This design comes from an exercise in tuning for small area on the open sky130 flow, not from production work. In this exercise RTL edits were held to simulation tests only and were not proved equivalent to the original. Power and IR drop assume default switching activity.

$ cat flow/run.sh
#!/bin/bash
# Standard ORFS layout with these changes to how it is made:
#  - after the standard synthesis, logic gates are set to their smallest drive
#    strength (flow/downsize.tcl); repair steps later size up where needed,
#  - port buffers are the smallest buffer (buf_1) instead of the default pick,
#  - I/O pins may sit on adjacent routing tracks so the die can be smaller,
#  - CTS uses its own buffer list and sink clusters and no dummy loads.
set -euo pipefail
export BUFFER_PORTS_ARGS="-buffer_cell sky130_fd_sc_hd__buf_1"
export PLACE_PINS_ARGS="-min_distance 1 -min_distance_in_tracks"
export CTS_ARGS="-sink_clustering_enable -repair_clock_nets -dont_use_dummy_load -buf_list {sky130_fd_sc_hd__clkbuf_8} -sink_clustering_size 17 -sink_clustering_max_diameter 70"
bash standard.sh synth > standard_synth.log 2>&1
SYNTH_ODB=$(ls "$PWD"/orfs/results/*/conv_clause_engine/base/1_synth.odb)
export SYNTH_ODB
openroad -no_init -exit flow/downsize.tcl > downsize.log 2>&1
bash standard.sh > standard_flow.log 2>&1
$ cat flow/downsize.tcl
# Set every combinational logic gate of the synthesized netlist to its smallest
# drive strength (_1, or _0 where that is the smallest); later repair steps size up
# whatever timing, slew or load needs. Registers, buffers and inverters are kept.
read_db $::env(SYNTH_ODB)
set db [ord::get_db]
set block [ord::get_db_block]
set n_swapped 0
set gain 0.0
foreach inst [$block getInsts] {
  set m [$inst getMaster]
  set name [$m getName]
  if {![regexp {^sky130_fd_sc_hd__([a-z0-9]+)_([0-9]+)$} $name -> fam size]} { continue }
  if {![regexp {^(a[0-9]|o[0-9]|nand|nor|and|or|xor|xnor|mux|maj)} $fam]} { continue }
  foreach s {0 1} {
    if {$s >= $size} { break }
    set new [$db findMaster "sky130_fd_sc_hd__${fam}_$s"]
    if {$new ne "NULL"} {
      set gain [expr {$gain + ([$m getWidth] - [$new getWidth]) * [$m getHeight] / 1e6}]
      $inst swapMaster $new
      incr n_swapped
      break
    }
  }
}
puts "downsized $n_swapped gates, area saved $gain um2"
write_db $::env(SYNTH_ODB)
$ cat standard.sh
#!/bin/bash
# synth_recipe.tcl (not shown) runs the flow's synth.tcl, then flattens the netlist and writes it again
# the make line also repeats each setting of config.mk as NAME=value (left out here)
make -C /OpenROAD-flow-scripts/flow DESIGN_CONFIG=/design/flow/config.mk WORK_HOME=/design/flow/orfs CLKGATE_MAP_FILE= SYNTH_SCRIPT=/design/flow/synth_recipe.tcl "${@:-finish}"
$ cat config.mk
export PLATFORM = sky130hd
export DESIGN_NAME = conv_clause_engine
export DESIGN_NICKNAME = conv_clause_engine
export VERILOG_FILES = /design/flow/design.v
export SDC_FILE = /design/flow/constraint.sdc
export NUM_CORES = 4
export LEC_CHECK = 0
export CAP_MARGIN = 20
export CORE_AREA = 2 2 358 358
export DIE_AREA = 0 0 360 360
export GPL_TIMING_DRIVEN = 0
export SLEW_MARGIN = 20
export SYNTH_HIERARCHICAL = 1
export SYNTH_MINIMUM_KEEP_SIZE = 0
$ cat constraint.sdc
create_clock -name core_clock -period 5.0 [get_ports {clk}]
set_input_delay 1.0000 -clock core_clock [delete_from_list [all_inputs] [get_ports {clk}]]
set_output_delay 1.0000 -clock core_clock [all_outputs]
set_load 0.01 [all_outputs]
$ cat design.v
package conv_cotm_pkg;
    localparam logic [1:0] ST_IDLE  = 2'd0;
    localparam logic [1:0] ST_EVAL  = 2'd1;
    localparam logic [1:0] ST_DRAIN = 2'd2;
    localparam logic [1:0] ST_DONE  = 2'd3;
    function automatic int y_off();
        y_off = 0;
    endfunction
    function automatic int x_off(input int py_w);
        x_off = py_w;
    endfunction
    function automatic int p_off(input int py_w, input int px_w);
        p_off = py_w + px_w;
    endfunction
    function automatic logic cfg_bad(input logic [2:0] p, input int patch_max);
        cfg_bad = !p[0] || (p < 3'd3) || ({29'd0, p} > 32'(patch_max));
    endfunction
endpackage
module conv_clause_match #(
    parameter int W = 107
) (
    input  logic [W-1:0] inc_n,
    input  logic [W-1:0] neg,
    input  logic [W-1:0] lit,
    output logic         match
);
    localparam int NI  = W / 2;
    localparam int NN  = W / 3;
    localparam int RI  = W % 2;
    localparam int RN  = W % 3;
    localparam int NIF = NI + RI;
    localparam int NNP = NN + (RN > 0 ? 1 : 0);
    logic [NIF-1:0] inc_fail;   
    logic [NNP-1:0] neg_pass;   
    for (genvar k = 0; k < NI; k++) begin : g_inc
        cm_oai22 u (
            .a (lit[2*k]),   .b (inc_n[2*k]),
            .c (lit[2*k+1]), .d (inc_n[2*k+1]),
            .y (inc_fail[k])
        );
    end
    if (RI != 0) begin : g_inc_r
        cm_nor2 u (.a(lit[W-1]), .b(inc_n[W-1]), .y(inc_fail[NI]));
    end
    for (genvar k = 0; k < NN; k++) begin : g_neg
        cm_aoi222 u (
            .a (lit[3*k]),   .b (neg[3*k]),
            .c (lit[3*k+1]), .d (neg[3*k+1]),
            .e (lit[3*k+2]), .f (neg[3*k+2]),
            .y (neg_pass[k])
        );
    end
    if (RN == 1) begin : g_neg_r1
        cm_nand2 u (.a(lit[W-1]), .b(neg[W-1]), .y(neg_pass[NN]));
    end else if (RN == 2) begin : g_neg_r2
        cm_aoi22 u (
            .a (lit[W-2]), .b (neg[W-2]),
            .c (lit[W-1]), .d (neg[W-1]),
            .y (neg_pass[NN])
        );
    end
    assign match = (&neg_pass) & ~(|inc_fail);
endmodule
module cm_oai22 (
    input  logic a, b, c, d,
    output logic y
);
    assign y = ~((a | b) & (c | d));
endmodule
module cm_aoi222 (
    input  logic a, b, c, d, e, f,
    output logic y
);
    assign y = ~((a & b) | (c & d) | (e & f));
endmodule
module cm_aoi22 (
    input  logic a, b, c, d,
    output logic y
);
    assign y = ~((a & b) | (c & d));
endmodule
module cm_nor2 (
    input  logic a, b,
    output logic y
);
    assign y = ~(a | b);
endmodule
module cm_nand2 (
    input  logic a, b,
    output logic y
);
    assign y = ~(a & b);
endmodule
module cm_hold (
    input  logic d, lm, nl, q,
    output logic y
);
    assign y = (lm & d) | (nl & q);
endmodule
module cm_hold_inv (
    input  logic d, lm, ld, q,
    output logic y
);
    assign y = (~d | ~lm) & (ld | q);
endmodule
module conv_clause_engine #(
    parameter int NUM_PE    = 8,
    parameter int IMG_W     = 32,
    parameter int IMG_H     = 32,
    parameter int PATCH_MAX = 7,
    parameter int CNT_W     = 10,
    localparam int PX_W     = IMG_W - 3,
    localparam int PY_W     = IMG_H - 3,
    localparam int PP_W     = PATCH_MAX * PATCH_MAX,
    localparam int HALF_W   = PY_W + PX_W + PP_W,
    localparam int CLAUSE_W = 2 * HALF_W
) (
    input  logic                     clk,
    input  logic                     rst_n,
    input  logic [2:0]               patch_size,
    output logic                     cfg_err,
    input  logic                     clause_valid,
    output logic                     clause_ready,
    input  logic [CLAUSE_W-1:0]      clause_data,
    input  logic                     win_valid,
    input  logic                     win_last,
    input  logic [NUM_PE-1:0]        pe_en,
    input  logic [PX_W-1:0]          win_x,
    input  logic [NUM_PE*PY_W-1:0]   win_y,
    input  logic [NUM_PE*PP_W-1:0]   win_patch,
    input  logic                     img_abort,
    input  logic                     prev_op,
    output logic                     fwd_valid,
    output logic                     fwd_last,
    output logic [NUM_PE-1:0]        fwd_pe_en,
    output logic [PX_W-1:0]          fwd_x,
    output logic [NUM_PE*PY_W-1:0]   fwd_y,
    output logic [NUM_PE*PP_W-1:0]   fwd_patch,
    output logic                     out_valid,
    input  logic                     out_ready,
    output logic                     clause_op,
    output logic [CNT_W-1:0]         match_cnt
);
    localparam int X_OFF = conv_cotm_pkg::x_off(PY_W);
    localparam int P_OFF = conv_cotm_pkg::p_off(PY_W, PX_W);
    logic                    ev, d1, d2, dn, idle, load;
    logic [HALF_W-1:0]       inc_n_q, neg_q;
    logic                    x_ok;
    logic                    s1_valid, s1_eval, s1_last;
    logic [NUM_PE-1:0]       s1_pe_en;
    logic [PX_W-1:0]         s1_x;
    logic [NUM_PE*PY_W-1:0]  s1_y;
    logic [NUM_PE*PP_W-1:0]  s1_patch;
    logic [NUM_PE-1:0]       match, match_q;
    logic [3:0]              pop;
    logic [CNT_W:0]          sum;
    logic [CNT_W-1:0]        cnt_nxt;
    assign cfg_err      = conv_cotm_pkg::cfg_bad(patch_size, PATCH_MAX);
    assign idle         = ~(ev | d1 | d2 | dn);
    assign clause_ready = idle & ~cfg_err;
    assign load         = clause_valid & clause_ready;
    assign out_valid    = dn;
    always_ff @(posedge clk or negedge rst_n) begin
        if (!rst_n) begin
            s1_valid  <= 1'b0;
            s1_eval   <= 1'b0;
            fwd_valid <= 1'b0;
        end else begin
            s1_valid  <= win_valid & ~img_abort;
            s1_eval   <= win_valid & ~img_abort & ev;
            fwd_valid <= s1_valid & ~img_abort;
        end
    end
    always_ff @(posedge clk) begin
        s1_last   <= win_last;
        s1_pe_en  <= pe_en;
        s1_x      <= win_x;
        s1_y      <= win_y;
        s1_patch  <= win_patch;
        fwd_last  <= s1_last;
        fwd_pe_en <= s1_pe_en;
        fwd_x     <= s1_x;
        fwd_y     <= s1_y;
        fwd_patch <= s1_patch;
    end
    logic [4:0]        lm_grp;
    logic [HALF_W-1:0] lm;
    logic [HALF_W-1:0] inc_n_d, neg_d;
    logic              nload;
    assign nload  = ~load;
    assign lm_grp = {load & patch_size[2] & patch_size[1],
                     load & patch_size[2],
                     load & ~patch_size[2],
                     load & ~(patch_size[2] & patch_size[1]),
                     load};
    for (genvar b = 0; b < HALF_W; b++) begin : g_clause
        if (b < P_OFF) begin : g_pos
            localparam int K = (b < X_OFF) ? b : b - X_OFF;
            localparam int G = (K < 25) ? 0 : (K < 27) ? 1 : 2;
            assign lm[b] = lm_grp[G];
        end else begin : g_pix
            localparam int R  = (b - P_OFF) / PATCH_MAX;
            localparam int C  = (b - P_OFF) % PATCH_MAX;
            localparam int RC = (R > C) ? R : C;
            localparam int G  = (RC < 3) ? 0 : (RC < 5) ? 3 : 4;
            assign lm[b] = lm_grp[G];
        end
        cm_hold_inv u_inc (
            .d (clause_data[b]), .lm (lm[b]), .ld (load), .q (inc_n_q[b]), .y (inc_n_d[b])
        );
        cm_hold u_neg (
            .d (clause_data[HALF_W + b]), .lm (lm[b]), .nl (nload), .q (neg_q[b]), .y (neg_d[b])
        );
    end
    always_ff @(posedge clk) begin
        inc_n_q <= inc_n_d;
        neg_q   <= neg_d;
    end
    conv_clause_match #(.W(PX_W)) u_match_x (
        .inc_n (inc_n_q[X_OFF +: PX_W]),
        .neg   (neg_q[X_OFF +: PX_W]),
        .lit   (s1_x),
        .match (x_ok)
    );
    for (genvar i = 0; i < NUM_PE; i++) begin : g_pe
        logic m_yp;
        conv_clause_match #(.W(PY_W + PP_W)) u_match (
            .inc_n ({inc_n_q[P_OFF +: PP_W], inc_n_q[0 +: PY_W]}),
            .neg   ({neg_q[P_OFF +: PP_W], neg_q[0 +: PY_W]}),
            .lit   ({s1_patch[i*PP_W +: PP_W], s1_y[i*PY_W +: PY_W]}),
            .match (m_yp)
        );
        assign match[i] = m_yp & x_ok;
    end
    always_ff @(posedge clk) begin
        match_q <= match & s1_pe_en & {NUM_PE{s1_eval}};
    end
    always_comb begin
        pop = '0;
        for (int i = 0; i < NUM_PE; i++) begin
            pop = pop + {3'b0, match_q[i]};
        end
        sum     = {1'b0, match_cnt} + {{(CNT_W-3){1'b0}}, pop};
        cnt_nxt = sum[CNT_W] ? {CNT_W{1'b1}} : sum[CNT_W-1:0];
    end
    always_ff @(posedge clk) begin
        if (load) begin
            clause_op <= 1'b0;
            match_cnt <= '0;
        end else if (ev | d1 | d2) begin
            clause_op <= clause_op | prev_op | (|match_q);
            match_cnt <= cnt_nxt;
        end
    end
    always_ff @(posedge clk or negedge rst_n) begin
        if (!rst_n) begin
            ev <= 1'b0;
            d1 <= 1'b0;
            d2 <= 1'b0;
            dn <= 1'b0;
        end else begin
            ev <= load | (~img_abort & ev & ~(win_valid & win_last));
            d1 <= ~img_abort & ev & win_valid & win_last;
            d2 <= ~img_abort & d1;
            dn <= ~img_abort & (d2 | (dn & ~out_ready));
        end
    end
endmodule
==> qor.json, run 1 <==
{
  "outcome": {
    "status": "stopped before the end",
    "failed_stage": "5_1_grt",
    "error_line": "[ERROR GRT-0116] Global routing finished with congestion. Check the congestion regions in the DRC Viewer."
  },
  "global_route": {
    "grtUsageTotal_pct": 34.1,
    "first_global_vias": 34400,
    "global_route.overflow_total": 13,
    "first_pass_grt_wire_length_mm": 294,
    "largest_net_degree_at_the_start_of_global_routing": 156
  },
  "synth": {
    "syn_inst": 2631,
    "synthesis.area_per_instance_um2": 15.0,
    "synth.cell_area_um2": 39400,
    "synth-warning-count": 7,
    "synth_nets": 3528
  },
  "placed_design": {
    "postPlaceCellArea_um2": 47500,
    "dp_hpwl_mm": 178,
    "gp_routability_congestion": 1.01,
    "buffers_added_on_ports": 1562
  },
  "cts": {
    "clk_root_buffer_cell": "sky130_fd_sc_hd__clkbuf_8",
    "numCtsBuffers": 113,
    "cts-htree-levels": 3,
    "cts_post_setup_buffers_inserted": 0,
    "post_cts_hold_buffer_count": 0,
    "cts_resized": 0,
    "cts-root-to-sink-buffers": 3
  },
  "die": {
    "die_h_um": 360,
    "core.rowCount": 130,
    "fp.dieW_um": 360,
    "initial_utilization_pct": 31.4,
    "ios": 1563
  }
}
[how the worst max path moves through the flow]
stage                  startpoint  slack [ns]  depth (start not counted)            endpoint
floorplan           patch_size[2]        0.06                          6  neg_q[100]$_DFF_P_
global placement    patch_size[2]       -2.87                          7   neg_q[92]$_DFF_P_
detailed placement  patch_size[2]        0.16                         10   neg_q[91]$_DFF_P_
CTS                  ev$_DFF_PN0_        0.72                         10   neg_q[92]$_DFF_P_
[power groups by stage]
stage / Sequential, mW / Clock (mW) / Combinational (mW)
after global placement: 14.9 / 0 / 2.84
after CTS: 14.6 / 5.98 / 2.87
after detailed placement: 14.9 / 0 / 2.86
after floorplan: 14.5 / 0 / 1.26
[per-stage QoR]
| stage | worst slack (ns) | cells |
|---|---|---|
| CTS | 0.722 | 5961 |
| detailed placement | 0.162 | 5848 |
| global placement | -2.87 | 5843 |
| floorplan | 0.0581 | 2631 |
[metal layers]
| metal | GRT usage (%) | overflow |
|---|---|---|
| met5 | 3.07 | 0 |
| met4 | 29.9 | 2 |
| met3 | 15.9 | 0 |
| met2 | 47.7 | 11 |
| met1 | 38.5 | 0 |
==> run 2: changes to the inputs <==
--- a/flow/run.sh
+++ b/flow/run.sh
@@ -8,7 +8,7 @@
 set -euo pipefail
 export BUFFER_PORTS_ARGS="-buffer_cell sky130_fd_sc_hd__buf_1"
 export PLACE_PINS_ARGS="-min_distance 1 -min_distance_in_tracks"
-export CTS_ARGS="-sink_clustering_enable -repair_clock_nets -dont_use_dummy_load -buf_list {sky130_fd_sc_hd__clkbuf_8} -sink_clustering_size 17 -sink_clustering_max_diameter 70"
+export CTS_ARGS="-sink_clustering_enable -repair_clock_nets -dont_use_dummy_load -buf_list {sky130_fd_sc_hd__clkbuf_8} -sink_clustering_size 16 -sink_clustering_max_diameter 80"
 bash standard.sh synth > standard_synth.log 2>&1
 SYNTH_ODB=$(ls "$PWD"/orfs/results/*/conv_clause_engine/base/1_synth.odb)
 export SYNTH_ODB
--- a/config.mk
+++ b/config.mk
@@ -6,8 +6,8 @@
 export NUM_CORES = 4
 export LEC_CHECK = 0
 export CAP_MARGIN = 20
-export CORE_AREA = 2 2 358 358
-export DIE_AREA = 0 0 360 360
+export CORE_AREA = 2 2 378 378
+export DIE_AREA = 0 0 380 380
 export GPL_TIMING_DRIVEN = 0
 export SLEW_MARGIN = 20
 export SYNTH_HIERARCHICAL = 1
==> run 2 against run 1 <==
Now clean on timing, DRC and antenna. Area after synthesis unchanged. Synthesized cell count unchanged.
==> qor.json, run 2 <==
{
  "sta": {
    "fin_skew_ns": 0.135,
    "hold_ws_ns": 0.124,
    "worst_slew_pin_slew_ns": 1.24,
    "final_min_period_over_clock_period_pct": 80.2,
    "max_slew_margin_pct": 17.2,
    "timing_max_transition_violations_final": 0,
    "setup_viol": 0,
    "clock.fmax_mhz": 249,
    "post-route-worst-setup-slack_ns": 0.992,
    "finalCriticalPeriod_ns": 4.01,
    "hold_viol": 0,
    "grt_setup_unrepaired": "false"
  },
  "route": {
    "drtAntennaViolNets": 0,
    "route.detailed.drc": 0,
    "drt_wl_total_mm": 224,
    "firstDrtPassIters": 14,
    "initialDrtViolationCount": 5623,
    "routed-via-count": 34100,
    "post_drt_wl_per_cell_um": 35.4,
    "route.detailed.vias_per_inst": 5.40
  },
  "global_route": {
    "first_global_vias": 32300,
    "global_route.overflow_total": 0,
    "largest_net_degree_at_the_start_of_global_routing": 119,
    "grtUsageTotal_pct": 29.5,
    "antenna_found_initial": 193,
    "first_pass_grt_wire_length_mm": 289
  },
  "die": {
    "die_area_um2": 144000,
    "initial_utilization": {"value": 28.2, "unit": "%", "change": "-3.2 points"},
    "ios": {"value": 1563, "change": "unchanged"},
    "die_h": {"value": 380, "unit": "um", "change": "+5.6%"},
    "fp.dieW": {"value": 380, "unit": "um", "change": "+5.6%"},
    "core.rowCount": {"value": 137, "change": "+5.4%"},
    "core_area_um2": 140000
  },
  "layout": {
    "final_util_pct": 35.5,
    "largestRegisters": "fwd_patch: 392 flops, s1_patch: 392 flops",
    "most_frequent_standard_cell_in_the_layout_excluding_fill_and_tap_cells": "sky130_fd_sc_hd__buf_1",
    "final_area_um2": 49700,
    "num-nets-final": 5217,
    "nFillCells": 14200,
    "commonest_cells_after_routing_fill_and_taps_aside": "sky130_fd_sc_hd__buf_1 (1562), sky130_fd_sc_hd__dfxtp_1 (1557), sky130_fd_sc_hd__o22ai_1 (326)",
    "flow.area_growth_from_synthesis_pct": 26.1,
    "drive_gt1_share_pct": 3.01
  },
  "placed_design": {
    "gp_routability_congestion": {"value": 1.01, "change": "-0.29%"},
    "postPlaceCellArea": {"value": 47800, "unit": "um2", "change": "+0.64%"},
    "placement.setup.worst_slack": {"value": 0.565, "unit": "ns", "change": "+0.403 ns"},
    "dp_hpwl": {"value": 181, "unit": "mm", "change": "+1.6%"},
    "buffers_added_on_ports": {"value": 1562, "change": "unchanged"}
  },
  "setup_path": {
    "critPathRequiredTime_ns": 5.84,
    "kind_of_end_point_of_the_critical_path": "flip-flop",
    "critPathLaunchType": "flip-flop",
    "arrival_ns": 4.85,
    "worst-path-max-fanout": 9,
    "critical_path_class": "flip-flop to flip-flop"
  },
  "cts": {
    "cts_resized": {"value": 0, "change": "unchanged"},
    "numCtsBuffers": {"value": 115, "change": "+1.8%"},
    "cts_tree": "built",
    "worst_skew_pair.late_latency_ns": 0.96,
    "cts-root-to-sink-buffers": {"value": 3, "change": "unchanged"},
    "cts.sink_count": 1564,
    "cts_post_setup_buffers_inserted": {"value": 0, "change": "unchanged"},
    "clk_pin_slew_worst_paths_ns": 0.11,
    "clk_root_buffer_cell": "sky130_fd_sc_hd__clkbuf_8",
    "cts-htree-levels": {"value": 3, "change": "unchanged"}
  },
  "job": {
    "max-cap-violations": 0
  },
  "synth": {
    "synth-warning-count": {"value": 7, "change": "unchanged"},
    "synth_nets": {"value": 3528, "change": "unchanged"},
    "syn_inst": {"value": 2631, "change": "unchanged"},
    "synthesis.area_per_instance": {"value": 15.0, "unit": "um2", "change": "unchanged"},
    "synth.cell_area": {"value": 39400, "unit": "um2", "change": "unchanged"}
  },
  "power_and_ir_drop": {
    "total_leakage_power_nw": 18.3,
    "totalPowerFinal_mw": 23.7,
    "pwr_cell_area_nw_per_um2": 478,
    "vdd_ir_drop_max_v": 0.000376
  },
  "outcome": {
    "status": "no timing/DRC/antenna violations"
  },
  "worst_hold_path": {
    "worstHoldPathType": "input pin to flip-flop"
  }
}
==> run 2: report_power, final <==
part | internal [mW] | leakage, nW | switching [mW]
logic | 1.21 | 4.27 | 1.81
clock network | 2.04 | 0.828 | 3.96
registers | 13.4 | 13.2 | 1.32
==> run 2: timing repair <==
action	in CTS	in global routing
endpoints found under the setup margin	0	0
hold buffers	1	0
endpoints found under the hold margin	7	0
==> run 2: per-layer routing <==
| layer | vias up | wire length (um) | share of wire, % | global-route usage, % |
|---|---|---|---|---|
| met3 | 889 | 28900 | 13 | 13.1 |
| li1 | 13900 | - | - | - |
| met2 | 2984 | 90600 | 40 | 41.8 |
| met4 | 98 | 18400 | 8.2 | 20.8 |
| met1 | 16300 | 85300 | 38 | 35.5 |
| met5 | - | 698 | 0.31 | 0.992 |
==> run 2: path summary, 6_finish.rpt <==
kind | from | to | slack, ns | cells after the start
worst max-delay path | neg_q[6]$_DFF_P_ | match_q[6]$_DFF_P_ | 0.99 | 6
worst max register to register | neg_q[6]$_DFF_P_ | match_q[6]$_DFF_P_ | 0.99 | 6
min in group asynchronous | rst_n | fwd_valid$_DFF_PN0_ | 0.63 | 2
max in group asynchronous | rst_n | dn$_DFF_PN0_ | 4.08 | 2
worst min-delay path | win_patch[34] | s1_patch[34]$_DFF_P_ | 0.12 | 1
worst min register to register | s1_patch[33]$_DFF_P_ | fwd_patch[33]$_DFF_P_ | 0.31 | 0
==> run 2: per-stage QoR <==
step                      TNS [ns]  instances
after floorplan                  0       2631
after global placement     -307.70       6069
after detailed placement         0       6078
after CTS                        0       6194
after global routing             0       6274
final                            0       6319
==> run 2: cell type report <==
type / count / area, um2 / area share, %
Inverter: 13 / 61.3 / 0.123
Tap cell: 1876 / 2350 / 4.72
Sequential cell: 1564 / 31300 / 63.1
Antenna cell: 125 / 313 / 0.629
Multi-Input combinational cell: 1053 / 8050 / 16.2
Timing Repair Buffer: 1572 / 6000 / 12.1
Clock buffer: 115 / 1580 / 3.18
Buffer: 1 / 5.00 / 0.0101
==> run 2: critical path: stages, from the launching register on <==
cell and delay [ns]:
sky130_fd_sc_hd__dfxtp_1 0.44, sky130_fd_sc_hd__a222oi_1 0.77, sky130_fd_sc_hd__nor4bb_1 0.78, sky130_fd_sc_hd__nand4_1 0.14, sky130_fd_sc_hd__or4_1 0.73, sky130_fd_sc_hd__nor4_1 0.80, sky130_fd_sc_hd__and3_1 0.28
==> run 3: changes to the inputs <==
==> flow/run.sh (replaced) <==
#!/bin/bash
# Standard ORFS layout with these changes to how it is made:
#  - after the standard synthesis, logic gates are set to their smallest drive
#    strength (flow/downsize.tcl); repair steps later size up where needed,
#  - port buffers are the smallest buffer (buf_1) instead of the default pick,
#  - after global placement each input buffer is moved next to its pin
#    (flow/inbufs.tcl), which keeps the undriven pin nets short,
#  - I/O pins may sit on adjacent routing tracks so the die can be smaller,
#  - CTS uses its own buffer list and sink clusters and no dummy loads.
set -euo pipefail
export BUFFER_PORTS_ARGS="-buffer_cell sky130_fd_sc_hd__buf_1"
export PLACE_PINS_ARGS="-min_distance 1 -min_distance_in_tracks"
export CTS_ARGS="-sink_clustering_enable -repair_clock_nets -dont_use_dummy_load -buf_list {sky130_fd_sc_hd__clkbuf_8} -sink_clustering_size 16 -sink_clustering_max_diameter 80"
bash standard.sh synth > standard_synth.log 2>&1
RES=$(ls -d "$PWD"/orfs/results/*/conv_clause_engine/base)
export SYNTH_ODB=$RES/1_synth.odb
openroad -no_init -exit flow/downsize.tcl > downsize.log 2>&1
bash standard.sh "$RES/3_3_place_gp.odb" > standard_place.log 2>&1
export PLACE_ODB=$RES/3_3_place_gp.odb
openroad -no_init -exit flow/inbufs.tcl > inbufs.log 2>&1
bash standard.sh > standard_flow.log 2>&1
==> flow/inbufs.tcl (new file) <==
# Put each input port's buffer right next to its pin (detailed placement then
# legalizes it). The net from an input pin to its buffer has no driver diffusion,
# so a long one needs antenna diodes; a short one does not.
read_db $::env(PLACE_ODB)
set block [ord::get_db_block]
set core [$block getCoreArea]
set cx0 [expr {[$core xMin] + 1000}]
set cy0 [expr {[$core yMin] + 1000}]
set cx1 [expr {[$core xMax] - 3000}]
set cy1 [expr {[$core yMax] - 4000}]
set moved 0
foreach bt [$block getBTerms] {
  if {[$bt getIoType] ne "INPUT"} { continue }
  set net [$bt getNet]
  if {$net eq "NULL"} { continue }
  set its [$net getITerms]
  if {[llength $its] != 1} { continue }
  set inst [[lindex $its 0] getInst]
  if {![string match "*buf_*" [[$inst getMaster] getName]]} { continue }
  if {[string match "*clkbuf*" [[$inst getMaster] getName]]} { continue }
  set bb [$bt getBBox]
  set x [expr {([$bb xMin] + [$bb xMax]) / 2}]
  set y [expr {([$bb yMin] + [$bb yMax]) / 2}]
  set x [expr {max($cx0, min($cx1, $x))}]
  set y [expr {max($cy0, min($cy1, $y))}]
  $inst setLocation $x $y
  incr moved
}
puts "moved $moved input buffers next to their pins"
write_db $::env(PLACE_ODB)
==> run 3 against run 2 <==
Sequential power about the same. Largest cell class unchanged. Non-clock buffer count is 1 lower. Critical path depth unchanged. Synthesized cell count is the same. Core utilization fell by 0.19 points. Cell area down 0.53%. Clock skew is 0.041 ns higher. First-iteration DRC count shrank 2.6%. Cell count shrank 1.6%. Highest routed layer unchanged.
==> qor.json, run 3 <==
{
  "outcome": {
    "status": "no timing/DRC/antenna violations"
  },
  "setup_path": {
    "worst_path_max_delay_cell": "sky130_fd_sc_hd__nor4bb_1",
    "critPathRequiredTime": {"value": 5.78, "unit": "ns", "change": "-0.06 ns"},
    "critPathLaunchType": "flip-flop",
    "worst-r2r-cell-count": {"value": 6, "change": "unchanged"},
    "kind_of_end_point_of_the_critical_path": "flip-flop",
    "crit_path_cell_chain": "a222oi_1 > nor4bb_1 > nand4_1 > or4_1 > nor4_1 > and3_1",
    "critical_path_class": "flip-flop to flip-flop",
    "worst-path-max-fanout": {"value": 9, "change": "unchanged"},
    "arrival": {"value": 4.68, "unit": "ns", "change": "-0.17 ns"},
    "crit_path_max_incr_delay": {"value": 0.83, "unit": "ns", "change": "+0.03 ns"}
  },
  "power_and_ir_drop": {
    "power_switching": {"value": 7.21, "unit": "mW", "change": "+1.7%"},
    "internal_power": {"value": 16.6, "unit": "mW", "change": "about the same"},
    "sw_frac_of_total": {"value": 30.2, "unit": "%", "change": "+0.35 points"},
    "pwr-share-seq": {"value": 61.7, "unit": "%", "change": "-0.3 points"},
    "pwr_cell_area": {"value": 483, "unit": "nW/um2", "change": "+1.1%"},
    "comb_power_share": {"value": 13.4, "unit": "%", "change": "+0.7 points"},
    "vdd_ir_drop_max": {"value": 0.000307, "unit": "V", "change": "-18%"},
    "total_leakage_power": {"value": 18.3, "unit": "nW", "change": "about the same"},
    "power.clock.fraction": {"value": 24.9, "unit": "%", "change": "-0.4 points"}
  },
  "cts": {
    "worst_skew_pair.late_latency": {"value": 0.96, "unit": "ns", "change": "about the same"},
    "cts.sink_count": {"value": 1564, "change": "unchanged"},
    "clk_root_buffer_cell": "sky130_fd_sc_hd__clkbuf_8",
    "cts_tree": "built",
    "post_cts_hold_buffer_count": {"value": 0, "change": "-1"},
    "cts-htree-levels": {"value": 3, "change": "unchanged"},
    "cts-root-to-sink-buffers": {"value": 3, "change": "unchanged"},
    "cts_post_setup_buffers_inserted": {"value": 0, "change": "unchanged"},
    "clk_pin_slew_worst_paths": {"value": 0.11, "unit": "ns", "change": "about the same"},
    "cts_resized": {"value": 0, "change": "unchanged"},
    "numCtsBuffers": {"value": 115, "change": "unchanged"}
  },
  "sta": {
    "max_slew_margin": {"value": 13.1, "unit": "%", "change": "-4.0 points"},
    "hold_viol": {"value": 0, "change": "unchanged"},
    "final_min_period_over_clock_period": {"value": 78.0, "unit": "%", "change": "-2.1 points"},
    "worst_slew_pin_slew": {"value": 1.30, "unit": "ns", "change": "+0.0607 ns"},
    "grt_setup_unrepaired": "false",
    "clock.fmax": {"value": 256, "unit": "MHz", "change": "+2.8%"},
    "timing_max_transition_violations_final": {"value": 0, "change": "unchanged"},
    "fin_skew": {"value": 0.176, "unit": "ns", "change": "+0.0408 ns"},
    "finalCriticalPeriod": {"value": 3.90, "unit": "ns", "change": "-0.107 ns"},
    "setup_viol": {"value": 0, "change": "unchanged"}
  },
  "route": {
    "initialDrtViolationCount": {"value": 5475, "change": "-2.6%"},
    "post_drt_wl_per_cell": {"value": 36.1, "unit": "um", "change": "+1.9%"},
    "drt_wl_total": {"value": 224, "unit": "mm", "change": "+0.25%"},
    "route.detailed.drc": {"value": 0, "change": "unchanged"},
    "route.detailed.vias_per_inst": {"value": 5.50, "change": "+1.9%"},
    "firstDrtPassIters": {"value": 15, "change": "+1"},
    "drtAntennaViolNets": {"value": 0, "change": "unchanged"},
    "routed-via-count": {"value": 34200, "change": "+0.19%"}
  },
  "global_route": {
    "largest_net_degree_at_the_start_of_global_routing": {"value": 119, "change": "unchanged"},
    "antenna_found_initial": {"value": 43, "change": "-78%"},
    "global_route.overflow_total": {"value": 0, "change": "unchanged"},
    "first_global_vias": {"value": 32900, "change": "+2.1%"},
    "grtUsageTotal": {"value": 29.5, "unit": "%", "change": "about the same"},
    "first_pass_grt_wire_length": {"value": 289, "unit": "mm", "change": "-0.20%"}
  },
  "layout": {
    "final_util": {"value": 35.3, "unit": "%", "change": "-0.19 points"},
    "commonest_cells_after_routing_fill_and_taps_aside": "sky130_fd_sc_hd__buf_1 (1562), sky130_fd_sc_hd__dfxtp_1 (1557), sky130_fd_sc_hd__o22ai_1 (326)",
    "num-nets-final": {"value": 5216, "change": "-0.019%"},
    "most_frequent_standard_cell_in_the_layout_excluding_fill_and_tap_cells": "sky130_fd_sc_hd__buf_1",
    "largestRegisters": "fwd_patch: 392 flops, s1_patch: 392 flops",
    "drive_gt1_share": {"value": 3.01, "unit": "%", "change": "about the same"},
    "nFillCells": {"value": 13900, "change": "-2.2%"},
    "final_area": {"value": 49400, "unit": "um2", "change": "-0.53%"},
    "flow.area_growth_from_synthesis_pct": 25.4
  },
  "die": {
    "die_h": {"value": 380, "unit": "um", "change": "unchanged"},
    "ios": {"value": 1563, "change": "unchanged"},
    "initial_utilization": {"value": 28.2, "unit": "%", "change": "unchanged"},
    "fp.dieW": {"value": 380, "unit": "um", "change": "unchanged"},
    "core_area": {"value": 140000, "unit": "um2", "change": "unchanged"},
    "die_area": {"value": 144000, "unit": "um2", "change": "unchanged"},
    "core.rowCount": {"value": 137, "change": "unchanged"}
  },
  "synth": {
    "synth.cell_area": {"value": 39400, "unit": "um2", "change": "unchanged"},
    "synth-warning-count": {"value": 7, "change": "unchanged"},
    "synth_nets": {"value": 3528, "change": "unchanged"},
    "synthesis.area_per_instance": {"value": 15.0, "unit": "um2", "change": "unchanged"},
    "syn_inst": {"value": 2631, "change": "unchanged"}
  },
  "placed_design": {
    "dp_hpwl": {"value": 181, "unit": "mm", "change": "about the same"},
    "postPlaceCellArea": {"value": 47800, "unit": "um2", "change": "unchanged"},
    "buffers_added_on_ports": {"value": 1562, "change": "unchanged"},
    "gp_routability_congestion": {"value": 1.01, "change": "unchanged"}
  },
  "worst_hold_path": {
    "worstHoldPathType": "input pin to async pin"
  },
  "job": {
    "max-cap-violations": {"value": 0, "change": "unchanged"}
  }
}
[run 3: stage by stage]
step	TNS, ns	hold WS, ns	std cells	worst slack (ns)	power (mW)
finish	0	0.123	6216	1.10	23.9
global route	0	0.0664	6201	1.02	24.5
CTS	0	0.0446	6193	1.16	23.8
detailed placement	0	0.312	6078	0.522	18.0
global placement	-307.70	0.312	6069	-3.23	17.8
floorplan	0	0.310	2631	0.0581	15.8
[run 3: critical path: cells and delay by family, from the launching register on]
kind / cells / cell delay [ns]
compound gates: 1 / 0.73
flops: 1 / 0.44
simple gates: 5 / 2.61
[run 3: final cells by class]
class                   instances  area (um2)  area share [%]
multi-input cells            1053        8050            16.3
flip-flops and latches       1564       31300            63.4
repair buffers               1571        5990            12.1
plain buffers                   1        5.00          0.0101
well taps                    1876        2350            4.75
diodes                         23        57.6           0.116
clock buffers                 115        1580            3.20
inverters                      13        61.3           0.124
[run 3: power by group through the flow]
stage | logic, mW | registers (mW) | clock network, mW
floorplan | 1.26 | 14.5 | 0
global placement | 2.89 | 14.9 | 0
detailed placement | 3.09 | 14.9 | 0
CTS | 3.10 | 14.6 | 6.03
global route | 3.27 | 14.8 | 6.47
finish | 3.20 | 14.7 | 5.95
[run 3: worst paths after layout]
kind,start,endpoint,slack [ns]
worst max-delay path,neg_q[6]$_DFF_P_,match_q[6]$_DFF_P_,1.10
worst min-delay path,rst_n,s1_valid$_DFF_PN0_,0.12
worst max register to register,neg_q[6]$_DFF_P_,match_q[6]$_DFF_P_,1.10
worst min register to register,s1_patch[390]$_DFF_P_,fwd_patch[390]$_DFF_P_,0.31
max in group asynchronous,rst_n,s1_eval$_DFF_PN0_,4.55
min in group core_clock,win_patch[32],s1_patch[32]$_DFF_P_,0.12
[run 3: routing by layer]
layer	vias up	share of wire, %	GRT usage, %
met5	-	0.077	0.661
met4	8	7.8	19.5
met3	814	11	10.0
met2	3183	41	42.4
met1	16400	40	37.5
li1	13700	-	-
==> run 4: changes to the inputs <==
--- a/flow/run.sh
+++ b/flow/run.sh
@@ -10,7 +10,7 @@
 set -euo pipefail
 export BUFFER_PORTS_ARGS="-buffer_cell sky130_fd_sc_hd__buf_1"
 export PLACE_PINS_ARGS="-min_distance 1 -min_distance_in_tracks"
-export CTS_ARGS="-sink_clustering_enable -repair_clock_nets -dont_use_dummy_load -buf_list {sky130_fd_sc_hd__clkbuf_8} -sink_clustering_size 16 -sink_clustering_max_diameter 80"
+export CTS_ARGS="-sink_clustering_enable -repair_clock_nets -dont_use_dummy_load -buf_list {sky130_fd_sc_hd__clkbuf_16} -sink_clustering_size 28 -sink_clustering_max_diameter 100"
 bash standard.sh synth > standard_synth.log 2>&1
 RES=$(ls -d "$PWD"/orfs/results/*/conv_clause_engine/base)
 export SYNTH_ODB=$RES/1_synth.odb
==> run 4 against run 3 <==
Count of clock-buffer cells in the layout shrank 43. Routed wire length shrank 0.75%. Sequential share of layout area shrank 0.26 points. Sequential cell count is the same. Clock power grew 8.1%. Cell count shrank 0.80%. Critical endpoint unchanged. Area after synthesis is the same. Critical path depth is the same. Total power grew 2.0%. First-iteration DRC count grew 6.9%. Highest routed layer unchanged. Largest power group unchanged. Register-to-register slack lost 0.02 ns. Cell area grew 0.41%.
==> qor.json, run 4 <==
{
  "global_route": {
    "antenna_found_initial": {"value": 43, "change": "unchanged"},
    "global_route.usage.met1": {"value": 37.8, "unit": "%", "change": "+0.32 points"},
    "gr-usage-met3": {"value": 9.08, "unit": "%", "change": "-0.95 points"},
    "grt_most_used_layer": "met2",
    "first_global_vias": {"value": 32600, "change": "-0.98%"},
    "grtUsageTotal": {"value": 29.4, "unit": "%", "change": "-0.12 points"},
    "largest_net_degree_at_the_start_of_global_routing": {"value": 119, "change": "unchanged"},
    "globalRouteMet2Util": {"value": 41.8, "unit": "%", "change": "-0.54 points"},
    "first_pass_grt_wire_length": {"value": 287, "unit": "mm", "change": "-0.44%"},
    "global_route.overflow_total": {"value": 0, "change": "unchanged"}
  },
  "sta": {
    "fin_skew": {"value": 0.129, "unit": "ns", "change": "-0.0466 ns"},
    "max_slew_margin": {"value": 8.89, "unit": "%", "change": "-4.2 points"},
    "hold_viol": {"value": 0, "change": "unchanged"},
    "setup_viol": {"value": 0, "change": "unchanged"},
    "finalCriticalPeriod": {"value": 3.93, "unit": "ns", "change": "+0.0242 ns"},
    "final_min_period_over_clock_period": {"value": 78.5, "unit": "%", "change": "+0.48 points"},
    "clock.fmax": {"value": 255, "unit": "MHz", "change": "-0.62%"},
    "timing_max_transition_violations_final": {"value": 0, "change": "unchanged"},
    "grt_setup_unrepaired": "false",
    "worst_slew_pin_slew": {"value": 1.37, "unit": "ns", "change": "+0.0636 ns"}
  },
  "layout": {
    "nFillCells": {"value": 13800, "change": "-0.35%"},
    "final_area": {"value": 49600, "unit": "um2", "change": "+0.41%"},
    "drive_gt1_share": {"value": 2.04, "unit": "%", "change": "-0.98 points"},
    "final-instance-count-excl-fill": {"value": 6166, "change": "-0.80%"},
    "most_frequent_standard_cell_in_the_layout_excluding_fill_and_tap_cells": "sky130_fd_sc_hd__buf_1",
    "num-nets-final": {"value": 5173, "change": "-0.82%"},
    "multiInputGateArea": {"value": 8050, "unit": "um2", "change": "unchanged"},
    "largestRegisters": "fwd_patch: 392 flops, s1_patch: 392 flops",
    "commonest_cells_after_routing_fill_and_taps_aside": "sky130_fd_sc_hd__buf_1 (1562), sky130_fd_sc_hd__dfxtp_1 (1557), sky130_fd_sc_hd__o22ai_1 (326)",
    "final_util": {"value": 35.5, "unit": "%", "change": "+0.14 points"},
    "flow.area_growth_from_synthesis_pct": 25.9,
    "area.sequential": {"value": 31300, "unit": "um2", "change": "unchanged"}
  },
  "die": {
    "initial_utilization": {"value": 28.2, "unit": "%", "change": "unchanged"},
    "core_area": {"value": 140000, "unit": "um2", "change": "unchanged"},
    "core.rowCount": {"value": 137, "change": "unchanged"},
    "fp.dieW": {"value": 380, "unit": "um", "change": "unchanged"},
    "die_h": {"value": 380, "unit": "um", "change": "unchanged"},
    "die_area": {"value": 144000, "unit": "um2", "change": "unchanged"},
    "ios": {"value": 1563, "change": "unchanged"}
  },
  "setup_path": {
    "kind_of_end_point_of_the_critical_path": "flip-flop",
    "crit_path_max_incr_delay": {"value": 0.77, "unit": "ns", "change": "-0.06 ns"},
    "critPathLaunchType": "flip-flop",
    "arrival": {"value": 4.51, "unit": "ns", "change": "-0.17 ns"},
    "worst-path-max-fanout": {"value": 9, "change": "unchanged"},
    "worstReg2RegEnd": "match_q[6]$_DFF_P_",
    "critical_path_class": "flip-flop to flip-flop",
    "setup.reg_to_reg.worst_slack": {"value": 1.07, "unit": "ns", "change": "-0.02 ns"},
    "reg2reg_from": "neg_q[6]$_DFF_P_",
    "timing.critical_path.buf_inv": {"value": 0, "change": "unchanged"},
    "worst-r2r-cell-count": {"value": 6, "change": "unchanged"},
    "crit_path_cell_chain": "a222oi_1 > nor4bb_1 > nand4_1 > or4_1 > nor4_1 > and3_1",
    "worst_path_max_delay_cell": "sky130_fd_sc_hd__nor4bb_1",
    "timing.critical_path.max_delay_family": "simple AND/OR/NAND/NOR gates",
    "critPathRequiredTime": {"value": 5.59, "unit": "ns", "change": "-0.19 ns"},
    "worst_setup_path_startpoint": "neg_q[6]$_DFF_P_"
  },
  "placed_design": {
    "gp_routability_congestion": {"value": 1.01, "change": "unchanged"},
    "placed_cells_incl_taps": {"value": 6078, "change": "unchanged"},
    "buffers_added_on_ports": {"value": 1562, "change": "unchanged"},
    "postPlaceCellArea": {"value": 47800, "unit": "um2", "change": "unchanged"},
    "dp_hpwl": {"value": 181, "unit": "mm", "change": "unchanged"}
  },
  "synth": {
    "synth.cell_area": {"value": 39400, "unit": "um2", "change": "unchanged"},
    "syn_inst": {"value": 2631, "change": "unchanged"},
    "synthesis.area_per_instance": {"value": 15.0, "unit": "um2", "change": "unchanged"},
    "synth-warning-count": {"value": 7, "change": "unchanged"},
    "synth_nets": {"value": 3528, "change": "unchanged"}
  },
  "route": {
    "initialDrtViolationCount": {"value": 5851, "change": "+6.9%"},
    "routed-via-count": {"value": 34000, "change": "-0.43%"},
    "post_drt_wl_per_cell": {"value": 36.1, "unit": "um", "change": "about the same"},
    "firstDrtPassIters": {"value": 13, "change": "-2"},
    "route.detailed.drc": {"value": 0, "change": "unchanged"},
    "route.detailed.vias_per_inst": {"value": 5.52, "change": "+0.38%"},
    "drt_wl_total": {"value": 223, "unit": "mm", "change": "-0.75%"},
    "drtAntennaViolNets": {"value": 0, "change": "unchanged"}
  },
  "cts": {
    "post_cts_hold_buffer_count": {"value": 0, "change": "unchanged"},
    "cts_resized": {"value": 0, "change": "unchanged"},
    "cts-root-to-sink-buffers": {"value": 3, "change": "unchanged"},
    "cts.sink_count": {"value": 1564, "change": "unchanged"},
    "cts_tree": "built",
    "worst_skew_pair.late_latency": {"value": 0.77, "unit": "ns", "change": "-0.19 ns"},
    "cts_post_setup_buffers_inserted": {"value": 0, "change": "unchanged"},
    "numCtsBuffers": {"value": 72, "change": "-37%"},
    "clk_pin_slew_worst_paths": {"value": 0.11, "unit": "ns", "change": "about the same"},
    "clk_root_buffer_cell": "sky130_fd_sc_hd__clkbuf_16",
    "cts-htree-levels": {"value": 3, "change": "unchanged"}
  },
  "worst_hold_path": {
    "worstHoldPathType": "input pin to async pin"
  },
  "outcome": {
    "status": "no timing/DRC/antenna violations"
  },
  "power_and_ir_drop": {
    "pwr_cell_area": {"value": 490, "unit": "nW/um2", "change": "+1.6%"},
    "vdd_ir_drop_max": {"value": 0.000371, "unit": "V", "change": "+21%"},
    "total_leakage_power": {"value": 18.4, "unit": "nW", "change": "+0.33%"}
  },
  "job": {
    "max-cap-violations": {"value": 0, "change": "unchanged"}
  }
}
-- run 4: power by group --
group	internal [mW]	total (mW)	switching, mW
clock network	2.59	6.43	3.84
registers	13.4	14.7	1.32
logic	1.21	3.19	1.98
total	17.2	24.3	7.14
-- run 4: worst max path at each step --
stage	end	slack, ns	depth (start not counted)
2_1_floorplan	neg_q[100]$_DFF_P_	0.06	6
3_3_place_gp	neg_q[106]$_DFF_P_	-3.23	7
3_5_place_dp	neg_q[106]$_DFF_P_	0.52	9
4_1_cts	neg_q[94]$_DFF_P_	1.12	9
5_1_grt	neg_q[94]$_DFF_P_	1.04	9
6_report	match_q[6]$_DFF_P_	1.07	6
-- run 4: through the flow --
stage / hold WS, ns / power (mW) / setup WS, ns / TNS (ns)
2_1_floorplan: 0.310 / 15.8 / 0.0581 / 0
6_report: 0.258 / 24.3 / 1.07 / 0
5_1_grt: 0.238 / 25.0 / 1.04 / 0
3_5_place_dp: 0.312 / 18.0 / 0.522 / 0
4_1_cts: 0.203 / 24.3 / 1.12 / 0
3_3_place_gp: 0.312 / 17.8 / -3.23 / -307.70
-- run 4: final cells by class --
type | count | area share [%]
Multi-Input combinational cell | 1053 | 16.2
Tap cell | 1876 | 4.73
Timing Repair Buffer | 1571 | 12.1
Antenna cell | 16 | 0.0807
Clock buffer | 72 | 3.63
Sequential cell | 1564 | 63.1
Buffer | 1 | 0.0101
Inverter | 13 | 0.124
-- run 4: routing by layer --
metal | wire length, um | up-vias
met3 | 23300 | 833
met5 | 213 | -
li1 | - | 13700
met4 | 18300 | 10
met2 | 91200 | 3042
met1 | 89800 | 16500
==> run 5: changes to the inputs <==
--- a/flow/run.sh
+++ b/flow/run.sh
@@ -10,7 +10,7 @@
 set -euo pipefail
 export BUFFER_PORTS_ARGS="-buffer_cell sky130_fd_sc_hd__buf_1"
 export PLACE_PINS_ARGS="-min_distance 1 -min_distance_in_tracks"
-export CTS_ARGS="-sink_clustering_enable -repair_clock_nets -dont_use_dummy_load -buf_list {sky130_fd_sc_hd__clkbuf_16} -sink_clustering_size 28 -sink_clustering_max_diameter 100"
+export CTS_ARGS="-sink_clustering_enable -repair_clock_nets -dont_use_dummy_load -buf_list {sky130_fd_sc_hd__clkbuf_8 sky130_fd_sc_hd__clkbuf_16} -sink_clustering_size 16 -sink_clustering_max_diameter 80"
 bash standard.sh synth > standard_synth.log 2>&1
 RES=$(ls -d "$PWD"/orfs/results/*/conv_clause_engine/base)
 export SYNTH_ODB=$RES/1_synth.odb
==> run 5 against run 4 <==
Still clean on timing, DRC and antenna. Clock skew grew 0.014 ns. Sequential cell count is the same. Fmax grew 1.1%. Core utilization grew 0.77 points. Sequential share of layout area shrank 1.3 points. Routed wire length grew 0.70%. Cell count grew 0.66%. Register-to-register slack gained 0.04 ns. Largest cell class unchanged. Largest power group unchanged. Highest routed layer unchanged.
==> qor.json, run 5 <==
{
  "worst_hold_path": {
    "worstHoldPathType": "input pin to async pin"
  },
  "layout": {
    "multiInputGateArea": {"value": 8050, "unit": "um2", "change": "unchanged"},
    "most_frequent_standard_cell_in_the_layout_excluding_fill_and_tap_cells": "sky130_fd_sc_hd__buf_1",
    "area.sequential": {"value": 31300, "unit": "um2", "change": "unchanged"},
    "commonest_cells_after_routing_fill_and_taps_aside": "sky130_fd_sc_hd__buf_1 (1562), sky130_fd_sc_hd__dfxtp_1 (1557), sky130_fd_sc_hd__o22ai_1 (326)",
    "num-nets-final": {"value": 5216, "change": "+0.83%"},
    "final_util": {"value": 36.3, "unit": "%", "change": "+0.77 points"},
    "nFillCells": {"value": 13700, "change": "-0.74%"},
    "drive_gt1_share": {"value": 3.01, "unit": "%", "change": "+0.98 points"},
    "largestRegisters": "fwd_patch: 392 flops, s1_patch: 392 flops",
    "flow.area_growth_from_synthesis_pct": 28.6,
    "final-instance-count-excl-fill": {"value": 6207, "change": "+0.66%"}
  },
  "setup_path": {
    "critPathRequiredTime": {"value": 5.64, "unit": "ns", "change": "+0.05 ns"},
    "worst-path-max-fanout": {"value": 9, "change": "unchanged"},
    "kind_of_end_point_of_the_critical_path": "flip-flop",
    "critical_path_class": "flip-flop to flip-flop",
    "critPathLaunchType": "flip-flop",
    "arrival": {"value": 4.52, "unit": "ns", "change": "about the same"}
  },
  "power_and_ir_drop": {
    "power_switching": {"value": 7.49, "unit": "mW", "change": "+4.9%"},
    "power.clock.fraction": {"value": 31.4, "unit": "%", "change": "+5.0 points"},
    "total_leakage_power": {"value": 18.9, "unit": "nW", "change": "+2.9%"},
    "comb_power_share": {"value": 12.2, "unit": "%", "change": "-0.9 points"},
    "sw_frac_of_total": {"value": 28.7, "unit": "%", "change": "-0.66 points"},
    "internal_power": {"value": 18.6, "unit": "mW", "change": "+8.4%"},
    "vdd_ir_drop_max": {"value": 0.000342, "unit": "V", "change": "-7.6%"},
    "pwr_cell_area": {"value": 515, "unit": "nW/um2", "change": "+5.1%"},
    "pwr-share-seq": {"value": 56.4, "unit": "%", "change": "-4.1 points"}
  },
  "route": {
    "route.detailed.drc": {"value": 0, "change": "unchanged"},
    "firstDrtPassIters": {"value": 14, "change": "+1"},
    "post_drt_wl_per_cell": {"value": 36.1, "unit": "um", "change": "about the same"},
    "drt_wl_total": {"value": 224, "unit": "mm", "change": "+0.70%"},
    "initialDrtViolationCount": {"value": 5479, "change": "-6.4%"},
    "routed-via-count": {"value": 34300, "change": "+0.85%"},
    "drtAntennaViolNets": {"value": 0, "change": "unchanged"},
    "route.detailed.vias_per_inst": {"value": 5.53, "change": "+0.18%"}
  },
  "sta": {
    "finalCriticalPeriod": {"value": 3.88, "unit": "ns", "change": "-0.0410 ns"},
    "timing_max_transition_violations_final": {"value": 0, "change": "unchanged"},
    "hold_viol": {"value": 0, "change": "unchanged"},
    "setup_viol": {"value": 0, "change": "unchanged"},
    "grt_setup_unrepaired": "false",
    "fin_skew": {"value": 0.143, "unit": "ns", "change": "+0.0141 ns"},
    "clock.fmax": {"value": 257, "unit": "MHz", "change": "+1.1%"},
    "final_min_period_over_clock_period": {"value": 77.7, "unit": "%", "change": "-0.82 points"},
    "hold_ws": {"value": 0.234, "unit": "ns", "change": "-0.0236 ns"},
    "post-route-worst-setup-slack": {"value": 1.12, "unit": "ns", "change": "+0.0410 ns"},
    "worst_slew_pin_slew": {"value": 1.21, "unit": "ns", "change": "-0.152 ns"},
    "max_slew_margin": {"value": 19.0, "unit": "%", "change": "+10 points"},
    "timing.setup.tns": {"value": 0, "unit": "ns", "change": "unchanged"}
  },
  "cts": {
    "cts-htree-levels": {"value": 3, "change": "unchanged"},
    "cts_tree": "built",
    "cts.sink_count": {"value": 1564, "change": "unchanged"},
    "post_cts_hold_buffer_count": {"value": 0, "change": "unchanged"},
    "worst_skew_pair.late_latency": {"value": 0.82, "unit": "ns", "change": "+0.05 ns"},
    "cts_post_setup_buffers_inserted": {"value": 0, "change": "unchanged"},
    "numCtsBuffers": {"value": 115, "change": "+60%"},
    "cts-root-to-sink-buffers": {"value": 3, "change": "unchanged"},
    "cts_resized": {"value": 0, "change": "unchanged"},
    "clk_root_buffer_cell": "sky130_fd_sc_hd__clkbuf_16",
    "clk_pin_slew_worst_paths": {"value": 0.08, "unit": "ns", "change": "-0.03 ns"}
  },
  "synth": {
    "synth-warning-count": {"value": 7, "change": "unchanged"},
    "syn_inst": {"value": 2631, "change": "unchanged"},
    "synth_nets": {"value": 3528, "change": "unchanged"},
    "synthesis.area_per_instance": {"value": 15.0, "unit": "um2", "change": "unchanged"},
    "synth.cell_area": {"value": 39400, "unit": "um2", "change": "unchanged"}
  },
  "global_route": {
    "first_pass_grt_wire_length": {"value": 289, "unit": "mm", "change": "+0.64%"},
    "first_global_vias": {"value": 33100, "change": "+1.5%"},
    "global_route.overflow_total": {"value": 0, "change": "unchanged"},
    "grtUsageTotal": {"value": 29.6, "unit": "%", "change": "+0.15 points"},
    "antenna_found_initial": {"value": 45, "change": "+4.7%"},
    "largest_net_degree_at_the_start_of_global_routing": {"value": 119, "change": "unchanged"}
  },
  "placed_design": {
    "buffers_added_on_ports": {"value": 1562, "change": "unchanged"},
    "placed_cells_incl_taps": {"value": 6078, "change": "unchanged"},
    "gp_routability_congestion": {"value": 1.01, "change": "unchanged"},
    "dp_hpwl": {"value": 181, "unit": "mm", "change": "unchanged"},
    "placement.setup.worst_slack": {"value": 0.522, "unit": "ns", "change": "unchanged"}
  },
  "die": {
    "core.rowCount": {"value": 137, "change": "unchanged"},
    "fp.dieW": {"value": 380, "unit": "um", "change": "unchanged"},
    "die_area": {"value": 144000, "unit": "um2", "change": "unchanged"},
    "initial_utilization": {"value": 28.2, "unit": "%", "change": "unchanged"},
    "ios": {"value": 1563, "change": "unchanged"},
    "die_h": {"value": 380, "unit": "um", "change": "unchanged"},
    "core_area": {"value": 140000, "unit": "um2", "change": "unchanged"}
  },
  "job": {
    "max-cap-violations": {"value": 0, "change": "unchanged"}
  },
  "outcome": {
    "status": "no timing/DRC/antenna violations"
  }
}
run 5: power groups by stage:
stage	sequential [mW]	clock (mW)	combinational, mW
6_report	14.7	8.21	3.19
3_5_place_dp	14.9	0	3.09
2_1_floorplan	14.5	0	1.26
3_3_place_gp	14.9	0	2.89
4_1_cts	14.7	8.29	3.10
5_1_grt	14.8	8.75	3.27
run 5: final timing paths:
kind	from	to	slack, ns	cells past startpoint
max	neg_q[6]$_DFF_P_	match_q[6]$_DFF_P_	1.12	6
min	rst_n	s1_valid$_DFF_PN0_	0.23	1
max reg2reg	neg_q[6]$_DFF_P_	match_q[6]$_DFF_P_	1.12	6
min reg2reg	s1_last$_DFF_P_	fwd_last$_DFF_P_	0.33	0
max in group asynchronous	rst_n	s1_eval$_DFF_PN0_	4.45	1
min in group core_clock	win_patch[32]	s1_patch[32]$_DFF_P_	0.27	1
run 5: worst max-delay path, stage by stage (launching register included):
cell and delay [ns]:
sky130_fd_sc_hd__dfxtp_1 0.44, sky130_fd_sc_hd__a222oi_1 0.71, sky130_fd_sc_hd__nor4bb_1 0.80, sky130_fd_sc_hd__nand4_1 0.14, sky130_fd_sc_hd__or4_1 0.73, sky130_fd_sc_hd__nor4_1 0.68
sky130_fd_sc_hd__and3_1 0.27
run 5: final cells by class:
type / count / area share (%)
timing repair buffer: 1571 / 11.8
multi-input combinational: 1053 / 15.9
buffer: 1 / 0.00987
inverter: 13 / 0.121
tap: 1876 / 4.63
clock buffer: 115 / 5.67
antenna: 14 / 0.0691
sequential: 1564 / 61.8
run 5: layer usage:
layer  GRT usage [%]  vias up  wire, um
met2            42.2     3205     91900
met3            9.27      847     25500
met4            20.2       14     17900
met5           0.926        -       207
met1            37.9    16500     88800
li1                -    13800         -
run 5: metrics by stage:
stage / power, mW / cell area, um2
after global placement: 17.8 / 47600
after CTS: 26.0 / 50700
final: 26.1 / 50700
after global routing: 26.8 / 50700
after floorplan: 15.8 / 39400
after detailed placement: 18.0 / 47800

-- port drivers added, routing unchanged --
In the flow no input, the clock included, has a driving cell. The finished layouts below were timed again as built, in two steps. Step 1 (the two cells are an assumption about what drives the block):
set clk [get_ports {clk}]
set_driving_cell -lib_cell sky130_fd_sc_hd__clkbuf_16 $clk
set_driving_cell -lib_cell sky130_fd_sc_hd__buf_2 [delete_from_list [all_inputs] $clk]
Step 2 times the ports against the registers' clock, not the clock port: input delays grow and output delays shrink by t, the midpoint of the rising clock arrivals with the driver on. Slacks: no drivers / after step 1 / after step 2; pairs: no drivers / after step 1.
run | t (ns) | slack for setup (ns) | worst setup path at the end | cell pins on the clock port's net
run 2 | 0.945 | 0.992 / 0.992 / 0.551 | input to register | 1
run 3 | 0.933 | 1.099 / 1.099 / 0.560 | input to register | 1
run 4 | 0.767 | 1.075 / 1.075 / 0.553 | input to register | 1
run 5 | 0.813 | 1.116 / 1.116 / 0.517 | input to register | 1
After both steps setup and hold are still met in every run listed. For run 5, which loses most, drivers alone change the setup slack by 0.000 ns; drivers and shift together by -0.599 ns.
